From an optimization exercise on the open Yosys and OpenROAD flow, aimed at small area, a short achievable clock period and few clock cycles per item; shortcuts taken in it are not production practice.
In this exercise RTL edits were held to simulation tests only and were not proved equivalent to the original.
Power figures rest on the tool's default switching activity, not on a simulated workload.

the baseline:
==> flow/design.v (excerpt) <==
module light_sensor_lift_drop_detector_top
(
    input  logic        clk,
    input  logic        rst_n,
    input  logic        cfg_we,
    input  logic [2:0]  cfg_index,
    input  logic [11:0] cfg_wdata,
    input  logic        s_axis_tvalid,
    output logic        s_axis_tready,
    input  logic [15:0] s_axis_tdata,
    output logic        m_axis_tvalid,
    input  logic        m_axis_tready,
    output logic [39:0] m_axis_tdata
);
    localparam int NSQ  = 64;
    localparam int NHS  = 7;           
    localparam int RW   = NHS * 8;     
    localparam int ND   = 4;           
    genvar gi;
    logic [9:0]         fs_q;
    logic signed [11:0] ll_q;
    logic signed [8:0]  ls_q;
    logic signed [12:0] dlm1_q;
    logic signed [8:0]  ds_q;
    always_ff @(posedge clk or negedge rst_n)
    begin
        if (!rst_n)
        begin
            fs_q   <= 10'd250;
            ll_q   <= 12'sd200;
            ls_q   <= -9'sd20;
            dlm1_q <= 13'sd9;
            ds_q   <= 9'sd20;
        end
        else if (cfg_we)
        begin
            case (cfg_index)
                3'd0: fs_q   <= cfg_wdata[9:0];
                3'd1: ll_q   <= cfg_wdata[11:0];
                3'd2: ls_q   <= cfg_wdata[8:0];
  ...
Size: ~9,700 cells after synthesis, about 4,200 flip-flops, roughly 170,000 um2 of cells after synthesis.
export LEC_CHECK = 0
export CAP_MARGIN = 20
export CELL_PAD_IN_SITES_DETAIL_PLACEMENT = 1
export CELL_PAD_IN_SITES_GLOBAL_PLACEMENT = 1
export CORE_MARGIN = 2
export CORE_UTILIZATION = 40
export CTS_CLUSTER_DIAMETER = 80
export CTS_CLUSTER_SIZE = 25
export SLEW_MARGIN = 20
create_clock -name core_clock -period 10.0 [get_ports {clk}]
standard.sh (not shown) runs the stock make flow with config.mk's settings and CLKGATE_MAP_FILE= SYNTH_SCRIPT=/design/flow/synth_recipe.tcl, a recipe that flattens the netlist after the stock synthesis.
==> flow/flow/run.sh <==
#!/bin/bash
set -euo pipefail
bash standard.sh synth floorplan place > flow_part1_synth_floorplan_place.log 2>&1
export SETUP_SLACK_MARGIN=6.3
bash standard.sh MATCH_CELL_FOOTPRINT=0 cts route finish > flow_part2_cts_route_finish.log 2>&1
Testbench counts of the baseline, summed over its fixed seeds: cycles 4,200, items 4,096.
## Diff of input files: the candidate against the baseline
diff --git a/flow/design.v b/flow/design.v
--- a/flow/design.v
+++ b/flow/design.v
@@ -127,51 +127,35 @@
                     dgt[gi] <= dgt[gi-1];
                     dx[gi]  <= dstep(dx[gi-1], fs_q, fs3_q);
                 end
             end
         end
     endgenerate
     logic [7:0]  lvlR;
     logic        vR;
     logic [5:0]  sqR;
     assign vR   = dv[ND];
     assign sqR  = dsq[ND];
     assign lvlR = fs_zero ? 8'hFF : (dgt[ND] ? 8'h00 : ~dx[ND][7:0]);
-    logic [7:0] selhi_q;
-    logic [7:0] sello_q;
-    always_ff @(posedge clk)
-    begin
-        if (adv_q)
-        begin
-            for (int k = 0; k < 8; k++)
-            begin
-                selhi_q[k] <= (dsq[ND-1][5:3] == 3'(k));
-                sello_q[k] <= (dsq[ND-1][2:0] == 3'(k));
-            end
-        end
-    end
     logic [RW-1:0]  row [NSQ];
     logic [NSQ-1:0] selR;
     logic [RW-1:0]  rdR;
     logic [7:0]     push_data;
     assign push_data = clearing ? 8'h00 : lvlR;
     always_comb
     begin
-        rdR = '0;
         for (int s = 0; s < NSQ; s++)
-        begin
-            selR[s] = selhi_q[s / 8] && sello_q[s % 8];
-            rdR = rdR | ({RW{selR[s]}} & row[s]);
-        end
+            selR[s] = (sqR == 6'(s));
     end
+    assign rdR = row[sqR];
     generate
         for (gi = 0; gi < NSQ; gi++)
         begin : g_row
             always_ff @(posedge clk)
             begin
                 if (clearing || (adv_q && vR && selR[gi]))
                     row[gi] <= {row[gi][RW-9:0], push_data};
             end
         end
     endgenerate
     logic          v1;
     logic [5:0]    sq1;
Results
As far as fraction of synthesized area in multiplexers is concerned, the candidate and the baseline perform about the same.
Status: fraction of the mapped netlist area in adder cells parity (the candidate, the baseline)
Sequential area share after synthesis across the baseline and the candidate: no real change.
In the reports, the flip-flop count of the candidate falls short of that of the baseline.
Est. power | the candidate vs the baseline | the candidate higher
The candidate against the baseline: die span in y held, portion of total power attributed to the clock network went down 0.8 points, via count went up 2,104.
Testbench counts of the candidate, summed over its fixed seeds: cycles 4,200, items 4,096.

==> re-timing with driven ports <==
The results above use ideal ports. As a check the final layouts listed here were re-extracted and re-timed, cells and wires unchanged.
Step 1 sets driving cells, clkbuf_16 on the clock port and buf_2 on the other inputs (assumed; they add their load-dependent delay and slew).
Step 2, shift: input delay + t, output delay - t, t = (earliest + latest rising clock arrival at the registers) / 2. This alone moves slack from input paths to output paths.
Three values: ideal ports, drivers, drivers and shift; two values: the first two.
run | shift t [ns] | setup WS [ns] | worst register clock-pin slew, ns
the baseline | 1.123 | 6.107 / 6.107 / 5.452 | 0.11 / 0.11
the candidate | 1.110 | 6.103 / 6.103 / 5.452 | 0.11 / 0.11
After both steps setup and hold are still met in every run listed. The setup slack of the baseline, which loses most, moves by 0.000 ns with the drivers and by -0.655 ns with both steps.
